What follows belongs to an exercise in optimizing a design on an open flow for a short achievable clock period and few clock cycles; a production flow would make more cautious choices.
In this exercise RTL edits were held to simulation tests only and were not proved equivalent to the original.

==> design.v <==
`default_nettype none
`timescale 1ns/1ps
package tenyrPkg;
    localparam int wordWidth = 32;
    localparam int immWidth  = 12;
    typedef logic [wordWidth-1:0] wordT;
    typedef logic [3:0]           regIndexT;
    typedef logic [3:0]           opcodeT;
    typedef logic [3:0]           phaseT;
    localparam int typeBit   = 30;
    localparam int storeBit  = 29;
    localparam int derefBit  = 28;
    localparam int zLsb      = 24;
    localparam int xLsb      = 20;
    localparam int yLsb      = 16;
    localparam int opcodeLsb = 12;
    localparam opcodeT opOr     = 4'h0;
    localparam opcodeT opAnd    = 4'h1;
    localparam opcodeT opAdd    = 4'h2;
    localparam opcodeT opMul    = 4'h3;
    localparam opcodeT opShl    = 4'h5;
    localparam opcodeT opLt     = 4'h6;
    localparam opcodeT opEq     = 4'h7;
    localparam opcodeT opGt     = 4'h8;
    localparam opcodeT opAndNot = 4'h9;
    localparam opcodeT opXor    = 4'ha;
    localparam opcodeT opSub    = 4'hb;
    localparam opcodeT opXnor   = 4'hc;
    localparam opcodeT opShr    = 4'hd;
    localparam opcodeT opNe     = 4'he;
    localparam regIndexT zeroIndex = 4'h0;  
    localparam regIndexT pcIndex   = 4'hf;  
    localparam phaseT phaseFetch     = 4'b0001;
    localparam phaseT phaseExecute   = 4'b0010;
    localparam phaseT phaseCommit    = 4'b0100;
    localparam phaseT phaseWriteback = 4'b1000;
    localparam wordT defaultResetVector = 32'h0000_1000;
endpackage
`default_nettype wire
`default_nettype none
`timescale 1ns/1ps
module instrDecoder (
    input  tenyrPkg::wordT     instr,
    output tenyrPkg::regIndexT indexZ,
    output tenyrPkg::regIndexT indexX,
    output tenyrPkg::regIndexT indexY,
    output tenyrPkg::opcodeT   opcode,
    output tenyrPkg::wordT     immediate,
    output logic               operandSwap,
    output logic               storing,
    output logic               derefRhs,
    output logic               branch,
    output logic               illegal
);
    logic [tenyrPkg::immWidth-1:0] rawImm;
    assign operandSwap = instr[tenyrPkg::typeBit];   
    assign storing     = instr[tenyrPkg::storeBit];
    assign derefRhs    = instr[tenyrPkg::derefBit];
    assign indexZ = instr[tenyrPkg::zLsb +: 4];
    assign indexX = instr[tenyrPkg::xLsb +: 4];
    assign indexY = instr[tenyrPkg::yLsb +: 4];
    assign opcode = instr[tenyrPkg::opcodeLsb +: 4];
    assign rawImm    = instr[tenyrPkg::immWidth-1:0];
    assign immediate = {{(tenyrPkg::wordWidth - tenyrPkg::immWidth){rawImm[tenyrPkg::immWidth-1]}}, rawImm};  
    assign branch  = (indexZ == tenyrPkg::pcIndex) && !storing;
    assign illegal = &instr;   
endmodule
`default_nettype wire
`default_nettype none
`timescale 1ns/1ps
module regFile (
    input  logic               clk,
    input  logic               reset_n,
    input  logic               writeEn,
    input  tenyrPkg::regIndexT indexZ,
    input  tenyrPkg::regIndexT indexX,
    input  tenyrPkg::regIndexT indexY,
    input  tenyrPkg::wordT     writeData,
    input  tenyrPkg::wordT     nextPc,
    output tenyrPkg::wordT     valueZ,
    output tenyrPkg::wordT     valueX,
    output tenyrPkg::wordT     valueY
);
    tenyrPkg::wordT regs [1:14];   
    logic zIsZero;
    logic zIsPc;
    logic commitWrite;
    function automatic tenyrPkg::wordT readPort(input tenyrPkg::regIndexT index, input tenyrPkg::wordT pcValue);
        tenyrPkg::wordT value;
        if (index == tenyrPkg::zeroIndex) begin
            value = '0;
        end else if (index == tenyrPkg::pcIndex) begin
            value = pcValue;
        end else begin
            value = regs[index];
        end
        readPort = value;
    endfunction
    assign valueZ = readPort(indexZ, nextPc);
    assign valueX = readPort(indexX, nextPc);
    assign valueY = readPort(indexY, nextPc);
    assign zIsZero     = (indexZ == tenyrPkg::zeroIndex);
    assign zIsPc       = (indexZ == tenyrPkg::pcIndex);
    assign commitWrite = reset_n && writeEn && !zIsZero && !zIsPc;
    always_ff @(posedge clk) begin
        if (commitWrite) begin
            regs[indexZ] <= writeData;
        end
    end
endmodule
`default_nettype wire
`default_nettype none
`timescale 1ns/1ps
module execUnit (
    input  logic             clk,
    input  logic             executeEn,
    input  tenyrPkg::opcodeT opcode,
    input  tenyrPkg::wordT   left,
    input  tenyrPkg::wordT   right,
    input  tenyrPkg::wordT   addend,
    output tenyrPkg::wordT   rhs
);
    tenyrPkg::wordT opResult;
    logic signedLt;
    logic signedGt;
    logic isEqual;
    assign signedLt = $signed(left) < $signed(right);
    assign signedGt = $signed(left) > $signed(right);
    assign isEqual  = (left == right);
    always_comb begin
        case (opcode)
            tenyrPkg::opOr: begin
                opResult = left | right;
            end
            tenyrPkg::opAnd: begin
                opResult = left & right;
            end
            tenyrPkg::opAdd: begin
                opResult = left + right;
            end
            tenyrPkg::opMul: begin
                opResult = left * right;   
            end
            tenyrPkg::opShl: begin
                opResult = left << right;   
            end
            tenyrPkg::opLt: begin
                opResult = {tenyrPkg::wordWidth{signedLt}};
            end
            tenyrPkg::opEq: begin
                opResult = {tenyrPkg::wordWidth{isEqual}};
            end
            tenyrPkg::opGt: begin
                opResult = {tenyrPkg::wordWidth{signedGt}};
            end
            tenyrPkg::opAndNot: begin
                opResult = left & ~right;
            end
            tenyrPkg::opXor: begin
                opResult = left ^ right;
            end
            tenyrPkg::opSub: begin
                opResult = left - right;
            end
            tenyrPkg::opXnor: begin
                opResult = left ^ ~right;
            end
            tenyrPkg::opShr: begin
                opResult = left >> right;   
            end
            tenyrPkg::opNe: begin
                opResult = {tenyrPkg::wordWidth{!isEqual}};
            end
            default: begin
                opResult = '0;   
            end
        endcase
    end
    always_ff @(posedge clk) begin
        if (executeEn) begin
            rhs <= opResult + addend;
        end
    end
endmodule
`default_nettype wire
`default_nettype none
`timescale 1ns/1ps
module phaseSequencer (
    input  logic            clk,
    input  logic            reset_n,
    input  logic            enable,
    input  logic            haltReq,
    input  logic            illegal,
    output tenyrPkg::phaseT phase,
    output logic            executeEn,
    output logic            commitEn,
    output logic            writeEn,
    output logic            halted
);
    tenyrPkg::phaseT mask;     
    tenyrPkg::phaseT active;
    logic  running;
    logic  atBoundary;
    assign running    = enable && !halted;
    assign active     = phase & mask;
    assign atBoundary = (phase == tenyrPkg::phaseWriteback);
    assign executeEn = running && (active == tenyrPkg::phaseExecute);
    assign commitEn  = running && (active == tenyrPkg::phaseCommit);
    assign writeEn   = running && (active == tenyrPkg::phaseWriteback);
    always_ff @(posedge clk) begin
        if (!reset_n) begin
            phase  <= tenyrPkg::phaseFetch;
            mask   <= '0;
            halted <= 1'b0;
        end else if (running) begin
            phase <= {phase[2:0], phase[3]};
            mask  <= {mask[2:0], atBoundary && !haltReq};
            if ((executeEn && illegal) || (atBoundary && haltReq)) begin
                halted <= 1'b1;   
            end
        end
    end
endmodule
`default_nettype wire
`default_nettype none
`timescale 1ns/1ps
module programCounter #(
    parameter tenyrPkg::wordT resetVector = tenyrPkg::defaultResetVector
) (
    input  logic           clk,
    input  logic           reset_n,
    input  logic           commitEn,
    input  logic           branch,
    input  tenyrPkg::wordT target,
    output tenyrPkg::wordT instrAddr,
    output tenyrPkg::wordT nextPc
);
    tenyrPkg::wordT loadAddr;
    assign loadAddr = branch ? target : nextPc;   
    always_ff @(posedge clk) begin
        if (!reset_n) begin
            instrAddr <= resetVector;
            nextPc    <= resetVector + 1'b1;
        end else if (commitEn) begin
            instrAddr <= loadAddr;
            nextPc    <= loadAddr + 1'b1;
        end
    end
endmodule
`default_nettype wire
`default_nettype none
`timescale 1ns/1ps
module tenyrCore #(
    parameter tenyrPkg::wordT resetVector = tenyrPkg::defaultResetVector
) (
    input  logic           clk,
    input  logic           reset_n,
    input  logic           enable,
    output tenyrPkg::wordT instrAddr,
    input  tenyrPkg::wordT instrData,
    output tenyrPkg::wordT dataAddr,
    output logic           dataWe,
    output tenyrPkg::wordT dataOut,
    input  tenyrPkg::wordT dataIn,
    input  logic           haltReq,
    output logic           halted
);
    tenyrPkg::phaseT    phase;
    logic     executeEn;
    logic     commitEn;
    logic     writeEn;
    tenyrPkg::wordT     instr;
    tenyrPkg::regIndexT indexZ;
    tenyrPkg::regIndexT indexX;
    tenyrPkg::regIndexT indexY;
    tenyrPkg::opcodeT   opcode;
    tenyrPkg::wordT     immediate;
    logic     operandSwap;
    logic     storing;
    logic     derefRhs;
    logic     branch;
    logic     illegal;
    tenyrPkg::wordT     valueZ;
    tenyrPkg::wordT     valueX;
    tenyrPkg::wordT     valueY;
    tenyrPkg::wordT     right;
    tenyrPkg::wordT     addend;
    tenyrPkg::wordT     rhs;
    tenyrPkg::wordT     rhsValue;
    tenyrPkg::wordT     nextPc;
    phaseSequencer u_phaseSequencer (
        .clk       (clk),
        .reset_n   (reset_n),
        .enable    (enable),
        .haltReq   (haltReq),
        .illegal   (illegal),
        .phase     (phase),
        .executeEn (executeEn),
        .commitEn  (commitEn),
        .writeEn   (writeEn),
        .halted    (halted)
    );
    programCounter #(
        .resetVector (resetVector)
    ) u_programCounter (
        .clk       (clk),
        .reset_n   (reset_n),
        .commitEn  (commitEn),
        .branch    (branch),
        .target    (rhsValue),
        .instrAddr (instrAddr),
        .nextPc    (nextPc)
    );
    always_ff @(posedge clk) begin
        if (enable && phase == tenyrPkg::phaseFetch) begin
            instr <= instrData;
        end
    end
    instrDecoder u_instrDecoder (
        .instr       (instr),
        .indexZ      (indexZ),
        .indexX      (indexX),
        .indexY      (indexY),
        .opcode      (opcode),
        .immediate   (immediate),
        .operandSwap (operandSwap),
        .storing     (storing),
        .derefRhs    (derefRhs),
        .branch      (branch),
        .illegal     (illegal)
    );
    regFile u_regFile (
        .clk       (clk),
        .reset_n   (reset_n),
        .writeEn   (writeEn && !storing),   
        .indexZ    (indexZ),
        .indexX    (indexX),
        .indexY    (indexY),
        .writeData (rhsValue),
        .nextPc    (nextPc),
        .valueZ    (valueZ),
        .valueX    (valueX),
        .valueY    (valueY)
    );
    assign right  = operandSwap ? immediate : valueY;   
    assign addend = operandSwap ? valueY : immediate;
    execUnit u_execUnit (
        .clk       (clk),
        .executeEn (executeEn),
        .opcode    (opcode),
        .left      (valueX),
        .right     (right),
        .addend    (addend),
        .rhs       (rhs)
    );
    assign rhsValue = derefRhs ? dataIn : rhs;
    assign dataAddr = derefRhs ? rhs : valueZ;
    assign dataOut  = derefRhs ? valueZ : rhs;
    assign dataWe   = storing && commitEn;
endmodule
`default_nettype wire
==> run.sh <==
#!/bin/bash
# synth_recipe.tcl (not shown) runs the flow's synth.tcl, then flattens the netlist and writes it again
# the make line also repeats each setting of config.mk as NAME=value (left out here)
make -C /OpenROAD-flow-scripts/flow DESIGN_CONFIG=/design/flow/config.mk WORK_HOME=/design/flow/orfs CLKGATE_MAP_FILE= SYNTH_SCRIPT=/design/flow/synth_recipe.tcl finish
==> config.mk <==
export PLATFORM = sky130hd
export DESIGN_NAME = tenyrCore
export DESIGN_NICKNAME = tenyrCore
export VERILOG_FILES = /design/flow/design.v
export SDC_FILE = /design/flow/constraint.sdc
export NUM_CORES = 4
export LEC_CHECK = 0
export CAP_MARGIN = 20
export CORE_MARGIN = 2
export CORE_UTILIZATION = 40
export SLEW_MARGIN = 20
==> constraint.sdc <==
create_clock -name core_clock -period 12.5 [get_ports {clk}]
set_input_delay 2.5000 -clock core_clock [delete_from_list [all_inputs] [get_ports {clk}]]
set_output_delay 2.5000 -clock core_clock [all_outputs]
set_load 0.01 [all_outputs]
==> notes.md <==
## layer usage
layer	track usage [%]	share of wire, %	routed length, um	up-vias
met2	47.92	41	107100	3607
met4	17.22	6.3	16580	14
met5	0.6061	0.083	217	-
li1	-	-	-	21950
met1	47.30	40	105400	25960
met3	8.534	12	31890	733
## cell type report
class / instances / area [sq um]
fillers: 14070 / 82040
well taps: 1930 / 2415
flip-flops and latches: 597 / 17110
multi-input cells: 4520 / 38270
diodes: 7 / 17.52
clock buffers: 80 / 1595
repair buffers: 431 / 3751
inverters: 625 / 2347
clock inverters: 28 / 289.0
## sequential cells by signal, summed over array words and instances (netlist names), named ones only
| register | count |
|---|---|
| u_regFile.regs | 448 |
| instr | 32 |
| u_execUnit.rhs | 32 |
| u_programCounter.instrAddr | 32 |
| u_programCounter.nextPc | 32 |
| u_phaseSequencer.mask | 4 |
| u_phaseSequencer.phase | 4 |
| u_phaseSequencer.halted | 1 |
## kinds of logic after synthesis
kind of cell               Yosys count  synth area share (%)
buffers and inverters             1078                 7.520
adders and majority gates          661                 19.08
DFF                                597                 28.68
AOI/OAI and AO/OA                 1430                 15.72
muxes                              526                 13.84
and+or+nand+nor                   1703                 12.12
xor gates and xnor gates           200                 3.037
## synthesized netlist by cell type (18+ instances only)
master,count
clkbuf_1,290
buf_2,53
o22ai_1,20
o21ai_0,271
a21oi_1,388
a21o_1,103
nand4_1,22
nand2_1,643
nor2b_1,60
ha_1,250
nand2b_1,36
mux2_2,51
o31ai_1,44
mux2i_1,239
fa_1,411
o21bai_1,32
o21a_1,21
a211o_1,21
dfxtp_1,85
nor3_1,69
a31oi_1,42
or3_1,18
a211oi_1,184
buf_4,22
edfxtp_1,512
o211ai_1,79
xor2_1,50
xnor2_1,146
o221ai_1,21
nand3_1,53
buf_1,61
mux4_2,217
inv_1,600
nor2_1,713
a221oi_1,22
## tightest hold or removal path: stages (launching register included)
cell and delay [ns]:
dfxtp_1 0.31, nand2_1 0.05, a21oi_1 0.05
## worst max path at each step
stage / endpoint / cells after the start
CTS: u_execUnit.rhs[28] / 39
finish: u_execUnit.rhs[31] / 36
detailed placement: u_execUnit.rhs[28] / 39
global route: u_execUnit.rhs[28] / 52
floorplan: u_execUnit.rhs[28] / 53
global placement: u_execUnit.rhs[28] / 39
## per-stage QoR
stage / hold slack, ns / cells / setup WS, ns / util, %
after floorplan: 0.4364 / 6195 / 0.9661 / -
after global placement: 0.4417 / 8100 / 0.1992 / 43.18
after detailed placement: 0.4493 / 8101 / 0.4340 / 43.19
after CTS: 0.4584 / 8209 / 0.3345 / 44.46
after global routing: 0.4775 / 8211 / 0.004603 / 44.50
final: 0.4579 / 8218 / 0.5166 / 44.51
## what timing repair did
| item | in CTS | in global routing |
|---|---|---|
| endpoints found under the setup margin | 0 | 6 |
| gates resized for setup | 0 | 3 |
| setup buffers | 0 | 2 |
==> impl_results.md <==
* Status: complete, no violations
* Hold Path End: u_programCounter.instrAddr[3]
* Synthesis Warnings at 5
* Placeable Area at 147800 sq um
* Crit end category: flip-flop
* Post-synth ARST share at 0%
* Fin crit share at 95.87%
* Post-DP HPWL at 194200 um
* R2R depth at 36
* Synth area leader: edfxtp_1
* Total of max-cap violations at 0
* Hold Path Origin: u_programCounter.instrAddr[3]
* Total Wirelength at 261100 um
* GPL Wtd Cong at 1.032
* Hold Path Depth at 2
* Crit Reg-Reg Endpoint: u_execUnit.rhs[31]
* Setup Crit Path Kind: reg -> reg
* RSZ-0062 raised after global routing: no
* Number of global-route vias before repair at 50.19k
* Antenna viol nets, final at 0
* Initial Util at 40.27%
* Die span in y at 389.8 um
* Crit path DAT at 12.40 ns
* 1st-iter DRT viols at 7923
* Total CTS buffers at 59
* I/O pin total at 166
* Clock latency on the worst-skew pair at 0.67 ns
* Post-Syn Instances at 6195
* # H-tree levels at 2
* Routed WL per cell at 31.77 um
* Synth top area cells: edfxtp_1, fa_1, mux4_2
* Rel. slew slack at 15.08%
* CTS tree: yes
* Post-Layout Inst Area at 65800 sq um
* Share of cells above drive strength 1 at 11.61%
* Final Slew Violations at 0
* Worst slew pin tran at 1.260 ns
* Layout Nets at 6963
* Area Growth Syn to Fin at 10.53%
* Hold Fails Final Rpt at 0
* Row Count at 141
* Total GRT Usage at 33.71%
* Port bufs at 165
* Most used cell, CP: fa_1
* Clk buf depth at 3
* Commonest non-fill, non-tap cell in the layout: nor2_1
* Yosys reg bits at 597
* CP Launch Type: flip-flop
* DRC Markers at 0
* Worst path required time at 12.91 ns
* Die X at 389.8 um
* Reg2Reg Setup Slack at 0.52 ns
* Hold Crit Class: reg -> reg
* Most frequent cells in the layout: nor2_1, nand2_1, inv_1
* Global route total overflow at 0
* Final setup skew at 0.03495 ns
* Top FF cell, synth: edfxtp_1
* First-pass GRT wire length at 369900 um
* Vias at 52.26k
* Hold buffers post-CTS at 0
* Top cell type's share of synthesized area at 25.83%
* Yosys cell types at 99
* Fin crit period at 11.98 ns
* Setup violations, final at 0
* Mapped cell area at 59530 sq um
* Via/cell ratio at 6.359
* Sequential area share after synthesis at 28.68%
* Initial antenna violation count at 11
* Total negative slack at 0 ns
* Crit-path max FO at 51
* Worst-path clk slew at 0.07 ns
* Largest net degree at the start of global routing at 162
* Number of clock sinks at 597
* CTS root buf: clkbuf_16
* DIE AREA at 151900 sq um
* Syn_area_per_cell at 9.609 sq um
* Delay-heaviest family, CP: adder cells
* Post-synth EDFFs at 512
* Worst path slowest cell: dfxtp_4
* First-pass DRT Iterations at 9
* Fmax at 0.08345 GHz
* Crit path buf inv count at 6
* Critical Path Max Stage Delay at 0.84 ns
* Mapped Nets at 6924
* Placed Area at 63850 sq um
Testbench counts, summed over its fixed seeds: cycles 166,396.

-- re-timing with driven ports --
No port has a modelled driver above. Below, the same layout with a new extraction and two added sets of constraints. Step 1 assumes that a clkbuf_16 drives the clock port and a buf_2 every other input. Step 2 moves the port delays by t, midway between the first and last clock arrival at a register: inputs arrive t later, outputs are due t later. That takes back most of the time a late clock gives input paths. Three values: ideal ports, drivers, drivers and shift; two values: the first two.
shift t [ns]: 0.726
setup WS [ns]: 0.517 / 0.517 / 0.517
hold WS [ns]: 0.458 / 0.458 / 0.458
clock arrival spread, ns: 0.035 / 0.035
worst slew at a driven data input, ns: 0.10
After both steps this run still meets setup and hold. For this run, drivers alone change the setup slack by 0.000 ns; drivers and shift together by 0.000 ns.
